Context: an optimization exercise on an open-source flow, tuned for small area. The choices shown serve that exercise and are no tape-out recipe. Function was checked by simulation only, so behaviour that the tests miss may differ from the original.

==> build 67 <==
Design decode_stage, start of the top module:
module decode_stage (
    input  logic                                 clock,
    input  logic                                 reset,
    input  logic                                 clear,
    input  logic                                 stall,
    input  logic [4*32-1:0]       instructions,
    input  logic [4*32-1:0]       pcs,
    output logic [4*5-1:0] rd,
    output logic [4*5-1:0] rs,
    output logic [4*5-1:0] rt,
    output logic [4*3-1:0]           command,
    output logic [4*6-1:0]           control_signal,
    output logic [4-1:0]             sel_imm,
    output logic [4*32-1:0]       imm,
    output logic [4*32-1:0]       target_pc,
    output logic [4*32-1:0]       out_pcs
);
    logic [4*32-1:0] slot_words;
    logic [4*32-1:0] slot_pcs;
    logic [4-1:0]       slot_branch;
    decode_stage_reg stage_reg_i (
        .clock        (clock),
        .reset        (reset),
        .clear        (clear),
        .stall        (stall),
        .instructions (instructions),
        .pcs          (pcs),
        .slot_words   (slot_words),
        .slot_pcs     (slot_pcs),
        .slot_branch  (slot_branch)
    );
    for (genvar i = 0; i < 4; i++) begin : g_slot
        logic rs_used, rt_used, rd_from_rd, rd_from_rt;
  ...
clock: 7.0 ns
lec_check: 0
cap_margin: 20
core_margin: 2
core_utilization: 30
place_density: 0.5
slew_margin: 20
synth_hierarchical: 1
standard.sh (not shown) runs the stock make flow with config.mk's settings and CLKGATE_MAP_FILE= SYNTH_SCRIPT=/design/flow/synth_recipe.tcl, a recipe that flattens the netlist after the stock synthesis.
==> flow/flow/run.sh <==
#!/bin/bash
# Standard layout, with the smallest buffer on every port and a clock tree of few, large clusters.
set -euo pipefail
bash standard.sh 'BUFFER_PORTS_ARGS=-buffer_cell sky130_fd_sc_hd__buf_1' \
  'CTS_ARGS=-sink_clustering_enable -repair_clock_nets -dont_use_dummy_load -buf_list sky130_fd_sc_hd__clkbuf_16 -sink_clustering_size 24 -sink_clustering_max_diameter 120' \
  finish > make_finish.log 2>&1
==> trial 49 (differences from build 67) <==
--- a/flow/design.v
+++ b/flow/design.v
@@ -85,40 +85,30 @@
 module decode_stage_reg (
     input  logic                           clock,
     input  logic                           reset,
     input  logic                           clear,
     input  logic                           stall,
     input  logic [4*32-1:0] instructions,
     input  logic [4*32-1:0] pcs,
     output logic [4*32-1:0] slot_words,
-    output logic [4*32-1:0] slot_pcs,
-    output logic [4-1:0]       slot_branch
+    output logic [4*32-1:0] slot_pcs
 );
     localparam int W = 4 * 32;
     logic hold, load;
     assign hold = !reset && stall;
     assign load = !reset && !stall && !clear;
-    logic [4-1:0] branch_in;
-    for (genvar i = 0; i < 4; i++) begin : g_pre
-        assign branch_in[i] = (instructions[i*32+27 +: 5] == 5'b00010);
-    end
-    logic [W-1:0]            words_next, pcs_next;
-    logic [4-1:0] branch_next;
+    logic [W-1:0] words_next, pcs_next;
     for (genvar i = 0; i < W; i++) begin : g_next
         ao22 word_i (.a1(hold), .a2(slot_words[i]), .b1(load), .b2(instructions[i]), .x(words_next[i]));
         ao22 pc_i   (.a1(hold), .a2(slot_pcs[i]),   .b1(load), .b2(pcs[i]),          .x(pcs_next[i]));
     end
-    for (genvar i = 0; i < 4; i++) begin : g_branch_next
-        ao22 branch_i (.a1(hold), .a2(slot_branch[i]), .b1(load), .b2(branch_in[i]), .x(branch_next[i]));
-    end
     always_ff @(posedge clock) begin
-        slot_words  <= words_next;
-        slot_pcs    <= pcs_next;
-        slot_branch <= branch_next;
+        slot_words <= words_next;
+        slot_pcs   <= pcs_next;
     end
 endmodule
 module ao22 (
     input  logic a1,
     input  logic a2,
     input  logic b1,
     input  logic b2,
     output logic x
@@ -176,23 +166,16 @@
 endmodule
 module nand2 (
     input  logic a,
     input  logic b,
     output logic y
 );
     assign y = !(a & b);
 endmodule
-module nand2b (
-    input  logic a_n,
-    input  logic b,
-    output logic y
-);
-    assign y = a_n | !b;
-endmodule
 module nor2 (
     input  logic a,
     input  logic b,
     output logic y
 );
     assign y = !(a | b);
 endmodule
 module ao21 (
@@ -221,20 +204,20 @@
 );
     assign s  = a ^ b ^ c;
     assign co = (a & b) | (a & c) | (b & c);
 endmodule
 import mips_isa_pkg::*;
 import decode_pkg::*;
 module slot_decoder (
     input  mips_isa_pkg::word_t  word,
-    input  logic                 is_branch,    
     output decode_pkg::command_t command,
     output decode_pkg::control_t control_signal,
     output logic                 sel_imm,
+    output logic                 is_branch,    
     output logic                 rs_used,      
     output logic                 rt_used,      
     output logic                 rd_from_rd,   
     output logic                 rd_from_rt,   
     output logic                 imm_shamt,    
     output logic                 imm_low,      
     output logic                 imm_upper,    
     output logic                 imm_sign,     
@@ -242,38 +225,38 @@
     output logic                 tgt_sum,      
     output logic                 tgt_jump      
 );
     logic [5:0] op;
     logic [5:0] f;
     assign op = word[31:26];
     assign f  = word[5:0];
     logic n54, op_lo, n3lo, is_rtype, is_ialu, o32, is_jump, is_jal, n42, is_mem, is_sw;
-    logic nlui, is_lui, rtype_or_branch, ialu_or_mem;
+    logic nlui, is_lui, n31, rtype_or_branch, ialu_or_mem;
     nor2  n54_i   (.a(op[5]), .b(op[4]), .y(n54));                        
     or3   oplo_i  (.a(op[2]), .b(op[1]), .c(op[0]), .x(op_lo));           
     nor2  n3lo_i  (.a(op[3]), .b(op_lo), .y(n3lo));                       
     and2  rtype_i (.a(n54), .b(n3lo), .x(is_rtype));                      
     and2  ialu_i  (.a(n54), .b(op[3]), .x(is_ialu));                      
     or2   o32_i   (.a(op[3]), .b(op[2]), .x(o32));
     and3b jump_i  (.a_n(o32), .b(n54), .c(op[1]), .x(is_jump));           
     and2  jal_i   (.a(is_jump), .b(op[0]), .x(is_jal));                   
     nor2  n42_i   (.a(op[4]), .b(op[2]), .y(n42));
     and4  mem_i   (.a(op[5]), .b(n42), .c(op[1]), .d(op[0]), .x(is_mem));  
     and2  sw_i    (.a(is_mem), .b(op[3]), .x(is_sw));                     
     nand3 nlui_i  (.a(op[2]), .b(op[1]), .c(op[0]), .y(nlui));
     and4  lui_i   (.a(is_ialu), .b(op[2]), .c(op[1]), .d(op[0]), .x(is_lui));
+    nor2  n31_i   (.a(op[3]), .b(op[1]), .y(n31));
+    and3  br_i    (.a(n54), .b(op[2]), .c(n31), .x(is_branch));           
     or2   rb_i    (.a(is_rtype), .b(is_branch), .x(rtype_or_branch));
     or2   im_i    (.a(is_ialu), .b(is_mem), .x(ialu_or_mem));
-    logic nf54, nf32, jgrp, shgrp, rjump, nrd;
+    logic nf54, nf32, rjump, nrd;
     nor2  nf54_i  (.a(f[5]), .b(f[4]), .y(nf54));
     nor2  nf32_i  (.a(f[3]), .b(f[2]), .y(nf32));
-    and2  jgrp_i  (.a(nf54), .b(f[3]), .x(jgrp));                         
-    and2  shgrp_i (.a(nf54), .b(nf32), .x(shgrp));                        
-    and2  rjump_i (.a(is_rtype), .b(jgrp), .x(rjump));
+    and3  rjump_i (.a(is_rtype), .b(nf54), .c(f[3]), .x(rjump));          
     nor2  nrd_i   (.a(is_rtype), .b(ialu_or_mem), .y(nrd));
     nor2  cmd0_i  (.a(nrd), .b(rjump), .y(command[0]));
     or4   cmd1_i  (.a(rjump), .b(is_branch), .c(is_jump), .d(is_mem), .x(command[1]));
     assign command[2] = is_sw;
     logic ctl3_i_term, nbj, beq_or_j, ctl0_i_term, nop0_13, j_only, bne_or_j;
     ao21  ctl5_i  (.a1(is_rtype), .a2(f[5]), .b1(is_ialu), .x(control_signal[5]));
     ao21  ctl4_i  (.a1(is_rtype), .a2(f[4]), .b1(is_lui), .x(control_signal[4]));
     and3b ctl3t_i (.a_n(op[2]), .b(is_ialu), .c(op[1]), .x(ctl3_i_term));  
@@ -282,17 +265,17 @@
     nor2  nop0_i  (.a(op[0]), .b(o32), .y(nop0_13));                      
     and3  jonly_i (.a(n54), .b(op[1]), .c(nop0_13), .x(j_only));          
     ao21  bnej_i  (.a1(is_branch), .a2(op[0]), .b1(j_only), .x(bne_or_j));
     ao221 ctl1_i  (.a1(is_rtype), .a2(f[1]), .b1(is_ialu), .b2(op[1]), .c1(bne_or_j), .x(control_signal[1]));
     nor2  nbj_i   (.a(is_branch), .b(is_jump), .y(nbj));
     nor2  beqj_i  (.a(op[0]), .b(nbj), .y(beq_or_j));                     
     and3  ctl0t_i (.a(is_ialu), .b(op[2]), .c(op[0]), .x(ctl0_i_term));   
     ao211 ctl0_i  (.a1(is_rtype), .a2(f[0]), .b1(ctl0_i_term), .c1(beq_or_j), .x(control_signal[0]));
-    ao211 sel_i   (.a1(is_rtype), .a2(shgrp), .b1(ialu_or_mem), .c1(is_jal), .x(sel_imm));
+    ao311 sel_i   (.a1(is_rtype), .a2(nf54), .a3(nf32), .b1(ialu_or_mem), .c1(is_jal), .x(sel_imm));
     logic n20;
     or2   rs_i    (.a(rtype_or_branch), .b(ialu_or_mem), .x(rs_used));
     assign rt_used    = rtype_or_branch;
     assign rd_from_rd = is_rtype;
     assign rd_from_rt = ialu_or_mem;
     assign imm_shamt  = is_rtype;
     ao21  low_i   (.a1(is_ialu), .a2(nlui), .b1(is_mem), .x(imm_low));
     assign imm_upper  = is_lui;
@@ -366,16 +349,26 @@
     input  logic a2,
     input  logic a3,
     input  logic b1,
     input  logic b2,
     output logic x
 );
     assign x = (a1 & a2 & a3) | (b1 & b2);
 endmodule
+module ao311 (
+    input  logic a1,
+    input  logic a2,
+    input  logic a3,
+    input  logic b1,
+    input  logic c1,
+    output logic x
+);
+    assign x = (a1 & a2 & a3) | b1 | c1;
+endmodule
 import mips_isa_pkg::*;
 import decode_pkg::*;
 module operand_former (
     input  mips_isa_pkg::word_t      word,
     input  mips_isa_pkg::word_t      pc,
     input  logic                     is_branch,
     input  logic                     rs_used,
     input  logic                     rt_used,
@@ -456,36 +449,32 @@
         for (genvar i = S + 1; i < S + 5; i++) begin : g_bit
             fa    fa_i   (.a(a[i]), .b(b[i]), .c(k[i]), .s(t[i]), .co(k[i+1]));
             and2  ones_i (.a(ones[i]), .b(t[i]), .x(ones[i+1]));
             nand2 n_i    (.a(c[S]), .b(ones[i]), .y(n[i]));
             xnor2 s_i    (.a(t[i]), .b(n[i]), .x(sum[i]));
         end
         ao21 c_i (.a1(ones[S+5]), .a2(c[S]), .b1(k[S+5]), .x(c[S+5]));
     end
-    logic         nsg, up, ndown, x16;
-    logic [29:17] all1;   
-    logic [29:17] any1;   
-    logic [29:17] dn;     
-    logic [29:17] flip;
-    nand2  nsg_i   (.a(is_branch), .b(w[15]), .y(nsg));
-    and2   up_i    (.a(c[16]), .b(nsg), .x(up));
-    nand2b ndown_i (.a_n(c[16]), .b(b[15]), .y(ndown));
-    xor2   x16_i   (.a(c[16]), .b(b[15]), .x(x16));
-    xor2   s16_i   (.a(a[16]), .b(x16), .x(sum[16]));
-    assign all1[17] = a[16];
-    assign any1[17] = a[16];
-    for (genvar i = 18; i < 30; i++) begin : g_chain
-        and2 all1_i (.a(all1[i-1]), .b(a[i-1]), .x(all1[i]));
-        or2  any1_i (.a(any1[i-1]), .b(a[i-1]), .x(any1[i]));
+    logic         x16;
+    logic [28:16] e;
+    logic [29:17] run;   
+    logic [29:17] nflip;
+    xor2 x16_i (.a(c[16]), .b(b[15]), .x(x16));
+    xor2 s16_i (.a(a[16]), .b(x16), .x(sum[16]));
+    for (genvar i = 16; i < 29; i++) begin : g_e
+        xor2 e_i (.a(a[i]), .b(b[15]), .x(e[i]));
+    end
+    assign run[17] = e[16];
+    for (genvar i = 18; i < 30; i++) begin : g_run
+        and2 run_i (.a(run[i-1]), .b(e[i-1]), .x(run[i]));
     end
     for (genvar i = 17; i < 30; i++) begin : g_high
-        nor2 dn_i   (.a(ndown), .b(any1[i]), .y(dn[i]));
-        ao21 flip_i (.a1(up), .a2(all1[i]), .b1(dn[i]), .x(flip[i]));
-        xor2 sum_i  (.a(a[i]), .b(flip[i]), .x(sum[i]));
+        nand2 nflip_i (.a(x16), .b(run[i]), .y(nflip[i]));
+        xnor2 sum_i   (.a(a[i]), .b(nflip[i]), .x(sum[i]));
     end
 endmodule
 import mips_isa_pkg::*;
 import decode_pkg::*;
 module decode_stage (
     input  logic                                 clock,
     input  logic                                 reset,
     input  logic                                 clear,
@@ -499,34 +488,32 @@
     output logic [4*6-1:0]           control_signal,
     output logic [4-1:0]             sel_imm,
     output logic [4*32-1:0]       imm,
     output logic [4*32-1:0]       target_pc,
     output logic [4*32-1:0]       out_pcs
 );
     logic [4*32-1:0] slot_words;
     logic [4*32-1:0] slot_pcs;
-    logic [4-1:0]       slot_branch;
     decode_stage_reg stage_reg_i (
         .clock        (clock),
         .reset        (reset),
         .clear        (clear),
         .stall        (stall),
         .instructions (instructions),
         .pcs          (pcs),
         .slot_words   (slot_words),
-        .slot_pcs     (slot_pcs),
-        .slot_branch  (slot_branch)
+        .slot_pcs     (slot_pcs)
     );
     for (genvar i = 0; i < 4; i++) begin : g_slot
-        logic rs_used, rt_used, rd_from_rd, rd_from_rt;
+        logic is_branch, rs_used, rt_used, rd_from_rd, rd_from_rt;
         logic imm_shamt, imm_low, imm_upper, imm_sign, imm_link, tgt_sum, tgt_jump;
         slot_decoder decoder_i (
             .word           (slot_words[i*32 +: 32]),
-            .is_branch      (slot_branch[i]),
+            .is_branch      (is_branch),
             .command        (command[i*3 +: 3]),
             .control_signal (control_signal[i*6 +: 6]),
             .sel_imm        (sel_imm[i]),
             .rs_used        (rs_used),
             .rt_used        (rt_used),
             .rd_from_rd     (rd_from_rd),
             .rd_from_rt     (rd_from_rt),
             .imm_shamt      (imm_shamt),
@@ -535,17 +522,17 @@
             .imm_sign       (imm_sign),
             .imm_link       (imm_link),
             .tgt_sum        (tgt_sum),
             .tgt_jump       (tgt_jump)
         );
         operand_former former_i (
             .word       (slot_words[i*32 +: 32]),
             .pc         (slot_pcs[i*32 +: 32]),
-            .is_branch  (slot_branch[i]),
+            .is_branch  (is_branch),
             .rs_used    (rs_used),
             .rt_used    (rt_used),
             .rd_from_rd (rd_from_rd),
             .rd_from_rt (rd_from_rt),
             .imm_shamt  (imm_shamt),
             .imm_low    (imm_low),
             .imm_upper  (imm_upper),
             .imm_sign   (imm_sign),
==> flow/flow/run.sh (replaced) <==
#!/bin/bash
# Standard layout, with the smallest buffer on every port and a clock tree of clkbuf_8 buffers, each
# driving a cluster of at most 16 flip-flops, without dummy loads.
set -euo pipefail
bash standard.sh 'BUFFER_PORTS_ARGS=-buffer_cell sky130_fd_sc_hd__buf_1' \
  'CTS_ARGS=-sink_clustering_enable -repair_clock_nets -dont_use_dummy_load -buf_list sky130_fd_sc_hd__clkbuf_8 -sink_clustering_size 16 -sink_clustering_max_diameter 100' \
  finish > make_finish.log 2>&1
==> trial 17 (differences from build 67) <==
--- a/flow/design.v
+++ b/flow/design.v
@@ -85,40 +85,30 @@
 module decode_stage_reg (
     input  logic                           clock,
     input  logic                           reset,
     input  logic                           clear,
     input  logic                           stall,
     input  logic [4*32-1:0] instructions,
     input  logic [4*32-1:0] pcs,
     output logic [4*32-1:0] slot_words,
-    output logic [4*32-1:0] slot_pcs,
-    output logic [4-1:0]       slot_branch
+    output logic [4*32-1:0] slot_pcs
 );
     localparam int W = 4 * 32;
     logic hold, load;
     assign hold = !reset && stall;
     assign load = !reset && !stall && !clear;
-    logic [4-1:0] branch_in;
-    for (genvar i = 0; i < 4; i++) begin : g_pre
-        assign branch_in[i] = (instructions[i*32+27 +: 5] == 5'b00010);
-    end
-    logic [W-1:0]            words_next, pcs_next;
-    logic [4-1:0] branch_next;
+    logic [W-1:0] words_next, pcs_next;
     for (genvar i = 0; i < W; i++) begin : g_next
         ao22 word_i (.a1(hold), .a2(slot_words[i]), .b1(load), .b2(instructions[i]), .x(words_next[i]));
         ao22 pc_i   (.a1(hold), .a2(slot_pcs[i]),   .b1(load), .b2(pcs[i]),          .x(pcs_next[i]));
     end
-    for (genvar i = 0; i < 4; i++) begin : g_branch_next
-        ao22 branch_i (.a1(hold), .a2(slot_branch[i]), .b1(load), .b2(branch_in[i]), .x(branch_next[i]));
-    end
     always_ff @(posedge clock) begin
-        slot_words  <= words_next;
-        slot_pcs    <= pcs_next;
-        slot_branch <= branch_next;
+        slot_words <= words_next;
+        slot_pcs   <= pcs_next;
     end
 endmodule
 module ao22 (
     input  logic a1,
     input  logic a2,
     input  logic b1,
     input  logic b2,
     output logic x
@@ -176,23 +166,16 @@
 endmodule
 module nand2 (
     input  logic a,
     input  logic b,
     output logic y
 );
     assign y = !(a & b);
 endmodule
-module nand2b (
-    input  logic a_n,
-    input  logic b,
-    output logic y
-);
-    assign y = a_n | !b;
-endmodule
 module nor2 (
     input  logic a,
     input  logic b,
     output logic y
 );
     assign y = !(a | b);
 endmodule
 module ao21 (
@@ -221,20 +204,20 @@
 );
     assign s  = a ^ b ^ c;
     assign co = (a & b) | (a & c) | (b & c);
 endmodule
 import mips_isa_pkg::*;
 import decode_pkg::*;
 module slot_decoder (
     input  mips_isa_pkg::word_t  word,
-    input  logic                 is_branch,    
     output decode_pkg::command_t command,
     output decode_pkg::control_t control_signal,
     output logic                 sel_imm,
+    output logic                 is_branch,    
     output logic                 rs_used,      
     output logic                 rt_used,      
     output logic                 rd_from_rd,   
     output logic                 rd_from_rt,   
     output logic                 imm_shamt,    
     output logic                 imm_low,      
     output logic                 imm_upper,    
     output logic                 imm_sign,     
@@ -242,38 +225,38 @@
     output logic                 tgt_sum,      
     output logic                 tgt_jump      
 );
     logic [5:0] op;
     logic [5:0] f;
     assign op = word[31:26];
     assign f  = word[5:0];
     logic n54, op_lo, n3lo, is_rtype, is_ialu, o32, is_jump, is_jal, n42, is_mem, is_sw;
-    logic nlui, is_lui, rtype_or_branch, ialu_or_mem;
+    logic nlui, is_lui, n31, rtype_or_branch, ialu_or_mem;
     nor2  n54_i   (.a(op[5]), .b(op[4]), .y(n54));                        
     or3   oplo_i  (.a(op[2]), .b(op[1]), .c(op[0]), .x(op_lo));           
     nor2  n3lo_i  (.a(op[3]), .b(op_lo), .y(n3lo));                       
     and2  rtype_i (.a(n54), .b(n3lo), .x(is_rtype));                      
     and2  ialu_i  (.a(n54), .b(op[3]), .x(is_ialu));                      
     or2   o32_i   (.a(op[3]), .b(op[2]), .x(o32));
     and3b jump_i  (.a_n(o32), .b(n54), .c(op[1]), .x(is_jump));           
     and2  jal_i   (.a(is_jump), .b(op[0]), .x(is_jal));                   
     nor2  n42_i   (.a(op[4]), .b(op[2]), .y(n42));
     and4  mem_i   (.a(op[5]), .b(n42), .c(op[1]), .d(op[0]), .x(is_mem));  
     and2  sw_i    (.a(is_mem), .b(op[3]), .x(is_sw));                     
     nand3 nlui_i  (.a(op[2]), .b(op[1]), .c(op[0]), .y(nlui));
     and4  lui_i   (.a(is_ialu), .b(op[2]), .c(op[1]), .d(op[0]), .x(is_lui));
+    nor2  n31_i   (.a(op[3]), .b(op[1]), .y(n31));
+    and3  br_i    (.a(n54), .b(op[2]), .c(n31), .x(is_branch));           
     or2   rb_i    (.a(is_rtype), .b(is_branch), .x(rtype_or_branch));
     or2   im_i    (.a(is_ialu), .b(is_mem), .x(ialu_or_mem));
-    logic nf54, nf32, jgrp, shgrp, rjump, nrd;
+    logic nf54, nf32, rjump, nrd;
     nor2  nf54_i  (.a(f[5]), .b(f[4]), .y(nf54));
     nor2  nf32_i  (.a(f[3]), .b(f[2]), .y(nf32));
-    and2  jgrp_i  (.a(nf54), .b(f[3]), .x(jgrp));                         
-    and2  shgrp_i (.a(nf54), .b(nf32), .x(shgrp));                        
-    and2  rjump_i (.a(is_rtype), .b(jgrp), .x(rjump));
+    and3  rjump_i (.a(is_rtype), .b(nf54), .c(f[3]), .x(rjump));          
     nor2  nrd_i   (.a(is_rtype), .b(ialu_or_mem), .y(nrd));
     nor2  cmd0_i  (.a(nrd), .b(rjump), .y(command[0]));
     or4   cmd1_i  (.a(rjump), .b(is_branch), .c(is_jump), .d(is_mem), .x(command[1]));
     assign command[2] = is_sw;
     logic ctl3_i_term, nbj, beq_or_j, ctl0_i_term, nop0_13, j_only, bne_or_j;
     ao21  ctl5_i  (.a1(is_rtype), .a2(f[5]), .b1(is_ialu), .x(control_signal[5]));
     ao21  ctl4_i  (.a1(is_rtype), .a2(f[4]), .b1(is_lui), .x(control_signal[4]));
     and3b ctl3t_i (.a_n(op[2]), .b(is_ialu), .c(op[1]), .x(ctl3_i_term));  
@@ -282,17 +265,17 @@
     nor2  nop0_i  (.a(op[0]), .b(o32), .y(nop0_13));                      
     and3  jonly_i (.a(n54), .b(op[1]), .c(nop0_13), .x(j_only));          
     ao21  bnej_i  (.a1(is_branch), .a2(op[0]), .b1(j_only), .x(bne_or_j));
     ao221 ctl1_i  (.a1(is_rtype), .a2(f[1]), .b1(is_ialu), .b2(op[1]), .c1(bne_or_j), .x(control_signal[1]));
     nor2  nbj_i   (.a(is_branch), .b(is_jump), .y(nbj));
     nor2  beqj_i  (.a(op[0]), .b(nbj), .y(beq_or_j));                     
     and3  ctl0t_i (.a(is_ialu), .b(op[2]), .c(op[0]), .x(ctl0_i_term));   
     ao211 ctl0_i  (.a1(is_rtype), .a2(f[0]), .b1(ctl0_i_term), .c1(beq_or_j), .x(control_signal[0]));
-    ao211 sel_i   (.a1(is_rtype), .a2(shgrp), .b1(ialu_or_mem), .c1(is_jal), .x(sel_imm));
+    ao311 sel_i   (.a1(is_rtype), .a2(nf54), .a3(nf32), .b1(ialu_or_mem), .c1(is_jal), .x(sel_imm));
     logic n20;
     or2   rs_i    (.a(rtype_or_branch), .b(ialu_or_mem), .x(rs_used));
     assign rt_used    = rtype_or_branch;
     assign rd_from_rd = is_rtype;
     assign rd_from_rt = ialu_or_mem;
     assign imm_shamt  = is_rtype;
     ao21  low_i   (.a1(is_ialu), .a2(nlui), .b1(is_mem), .x(imm_low));
     assign imm_upper  = is_lui;
@@ -366,16 +349,26 @@
     input  logic a2,
     input  logic a3,
     input  logic b1,
     input  logic b2,
     output logic x
 );
     assign x = (a1 & a2 & a3) | (b1 & b2);
 endmodule
+module ao311 (
+    input  logic a1,
+    input  logic a2,
+    input  logic a3,
+    input  logic b1,
+    input  logic c1,
+    output logic x
+);
+    assign x = (a1 & a2 & a3) | b1 | c1;
+endmodule
 import mips_isa_pkg::*;
 import decode_pkg::*;
 module operand_former (
     input  mips_isa_pkg::word_t      word,
     input  mips_isa_pkg::word_t      pc,
     input  logic                     is_branch,
     input  logic                     rs_used,
     input  logic                     rt_used,
@@ -456,36 +449,32 @@
         for (genvar i = S + 1; i < S + 5; i++) begin : g_bit
             fa    fa_i   (.a(a[i]), .b(b[i]), .c(k[i]), .s(t[i]), .co(k[i+1]));
             and2  ones_i (.a(ones[i]), .b(t[i]), .x(ones[i+1]));
             nand2 n_i    (.a(c[S]), .b(ones[i]), .y(n[i]));
             xnor2 s_i    (.a(t[i]), .b(n[i]), .x(sum[i]));
         end
         ao21 c_i (.a1(ones[S+5]), .a2(c[S]), .b1(k[S+5]), .x(c[S+5]));
     end
-    logic         nsg, up, ndown, x16;
-    logic [29:17] all1;   
-    logic [29:17] any1;   
-    logic [29:17] dn;     
-    logic [29:17] flip;
-    nand2  nsg_i   (.a(is_branch), .b(w[15]), .y(nsg));
-    and2   up_i    (.a(c[16]), .b(nsg), .x(up));
-    nand2b ndown_i (.a_n(c[16]), .b(b[15]), .y(ndown));
-    xor2   x16_i   (.a(c[16]), .b(b[15]), .x(x16));
-    xor2   s16_i   (.a(a[16]), .b(x16), .x(sum[16]));
-    assign all1[17] = a[16];
-    assign any1[17] = a[16];
-    for (genvar i = 18; i < 30; i++) begin : g_chain
-        and2 all1_i (.a(all1[i-1]), .b(a[i-1]), .x(all1[i]));
-        or2  any1_i (.a(any1[i-1]), .b(a[i-1]), .x(any1[i]));
+    logic         x16;
+    logic [28:16] e;
+    logic [29:17] run;   
+    logic [29:17] nflip;
+    xor2 x16_i (.a(c[16]), .b(b[15]), .x(x16));
+    xor2 s16_i (.a(a[16]), .b(x16), .x(sum[16]));
+    for (genvar i = 16; i < 29; i++) begin : g_e
+        xor2 e_i (.a(a[i]), .b(b[15]), .x(e[i]));
+    end
+    assign run[17] = e[16];
+    for (genvar i = 18; i < 30; i++) begin : g_run
+        and2 run_i (.a(run[i-1]), .b(e[i-1]), .x(run[i]));
     end
     for (genvar i = 17; i < 30; i++) begin : g_high
-        nor2 dn_i   (.a(ndown), .b(any1[i]), .y(dn[i]));
-        ao21 flip_i (.a1(up), .a2(all1[i]), .b1(dn[i]), .x(flip[i]));
-        xor2 sum_i  (.a(a[i]), .b(flip[i]), .x(sum[i]));
+        nand2 nflip_i (.a(x16), .b(run[i]), .y(nflip[i]));
+        xnor2 sum_i   (.a(a[i]), .b(nflip[i]), .x(sum[i]));
     end
 endmodule
 import mips_isa_pkg::*;
 import decode_pkg::*;
 module decode_stage (
     input  logic                                 clock,
     input  logic                                 reset,
     input  logic                                 clear,
@@ -499,34 +488,32 @@
     output logic [4*6-1:0]           control_signal,
     output logic [4-1:0]             sel_imm,
     output logic [4*32-1:0]       imm,
     output logic [4*32-1:0]       target_pc,
     output logic [4*32-1:0]       out_pcs
 );
     logic [4*32-1:0] slot_words;
     logic [4*32-1:0] slot_pcs;
-    logic [4-1:0]       slot_branch;
     decode_stage_reg stage_reg_i (
         .clock        (clock),
         .reset        (reset),
         .clear        (clear),
         .stall        (stall),
         .instructions (instructions),
         .pcs          (pcs),
         .slot_words   (slot_words),
-        .slot_pcs     (slot_pcs),
-        .slot_branch  (slot_branch)
+        .slot_pcs     (slot_pcs)
     );
     for (genvar i = 0; i < 4; i++) begin : g_slot
-        logic rs_used, rt_used, rd_from_rd, rd_from_rt;
+        logic is_branch, rs_used, rt_used, rd_from_rd, rd_from_rt;
         logic imm_shamt, imm_low, imm_upper, imm_sign, imm_link, tgt_sum, tgt_jump;
         slot_decoder decoder_i (
             .word           (slot_words[i*32 +: 32]),
-            .is_branch      (slot_branch[i]),
+            .is_branch      (is_branch),
             .command        (command[i*3 +: 3]),
             .control_signal (control_signal[i*6 +: 6]),
             .sel_imm        (sel_imm[i]),
             .rs_used        (rs_used),
             .rt_used        (rt_used),
             .rd_from_rd     (rd_from_rd),
             .rd_from_rt     (rd_from_rt),
             .imm_shamt      (imm_shamt),
@@ -535,17 +522,17 @@
             .imm_sign       (imm_sign),
             .imm_link       (imm_link),
             .tgt_sum        (tgt_sum),
             .tgt_jump       (tgt_jump)
         );
         operand_former former_i (
             .word       (slot_words[i*32 +: 32]),
             .pc         (slot_pcs[i*32 +: 32]),
-            .is_branch  (slot_branch[i]),
+            .is_branch  (is_branch),
             .rs_used    (rs_used),
             .rt_used    (rt_used),
             .rd_from_rd (rd_from_rd),
             .rd_from_rt (rd_from_rt),
             .imm_shamt  (imm_shamt),
             .imm_low    (imm_low),
             .imm_upper  (imm_upper),
             .imm_sign   (imm_sign),
==> flow/flow/run.sh (replaced) <==
#!/bin/bash
# Standard layout, with the smallest buffer on every port and a clock tree of clkbuf_8 buffers, each
# driving a cluster of at most 16 flip-flops, without dummy loads.
set -euo pipefail
bash standard.sh 'BUFFER_PORTS_ARGS=-buffer_cell sky130_fd_sc_hd__buf_1' \
  'CTS_ARGS=-sink_clustering_enable -repair_clock_nets -dont_use_dummy_load -buf_list sky130_fd_sc_hd__clkbuf_8 -sink_clustering_size 16 -sink_clustering_max_diameter 80' \
  finish > make_finish.log 2>&1
PLACE_DENSITY = 0.35   (was 0.5)
==> out/summary.log <==
INFO  final_layout   sequential_fraction_of_total_cell_area=26.31%
INFO  synthesis      synth.area.top_cells=sky130_fd_sc_hd__dfxtp_1 (33%), sky130_fd_sc_hd__a22o_1 (25%), sky130_fd_sc_hd__and2_1 (9.0%)
INFO  final_layout   signed_area_change_from_the_synthesized_netlist_to_the_final_layout=26.44%
INFO  synthesis      synth_compound_gate_area_share=35.31%
INFO  outcome        outcome=timing/DRC/antenna clean
INFO  floorplan      die_area=0.05400mm^2
INFO  floorplan      floorplan.initialDensity=30.44%
(the above is from build 67)
==> out/summary.log <==
INFO  floorplan      floorplan.initialDensity=30.28%
INFO  final_layout   signed_area_change_from_the_synthesized_netlist_to_the_final_layout=28.01%
INFO  floorplan      die_area=0.05234mm^2
INFO  synthesis      synth_compound_gate_area_share=33.68%
INFO  outcome        outcome=timing/DRC/antenna clean
(the above is from trial 49)
==> out/summary.log <==
INFO  final_layout   sequential_fraction_of_total_cell_area=26.32%
INFO  outcome        outcome=timing/DRC/antenna clean
INFO  critical_path  timing.critical_path.cells=nor2_1 > and3_1 > and2_1 > or2_1 > fa_1 > fa_1 > fa_1 > fa_1 > fa_2 > a21o_4 > a21o_1 > xor2_1 > buf_4 > nand2_1 > xnor2_4 > a221o_1 > buf_1
INFO  synthesis      synth.area.top_cells=sky130_fd_sc_hd__dfxtp_1 (34%), sky130_fd_sc_hd__a22o_1 (25%), sky130_fd_sc_hd__and2_1 (8.6%)
INFO  synthesis      synth_most_common_cell=sky130_fd_sc_hd__a22o_1
INFO  detailed_routing final_antenna_net_count=0
INFO  final_layout   signed_area_change_from_the_synthesized_netlist_to_the_final_layout=28.80%
INFO  floorplan      floorplan.initialDensity=30.28%
(the above is from trial 17)

==> afterwards: timing with drivers on the ports <==
The results above use ideal ports. As a check the final layouts listed here were re-extracted and re-timed, cells and wires unchanged. Step 1, drivers: a clkbuf_16 drives clock and a buf_2 each remaining input, both assumed. Step 2 also shifts input and output timing later by t, the mid clock arrival at the registers, as if the neighbouring blocks saw the same clock. Slacks: ideal / step 1 / step 2; pairs: ideal / step 1.
run | t, ns | slack for setup (ns) | cell pins on the clock port's net
build 67 | 0.575 | 0.344 / 0.284 / 0.860 | 1
trial 49 | 0.637 | 0.218 / 0.170 / 0.807 | 1
trial 17 | 0.671 | 0.208 / 0.150 / 0.822 | 1
After both steps every run listed still meets setup and hold.
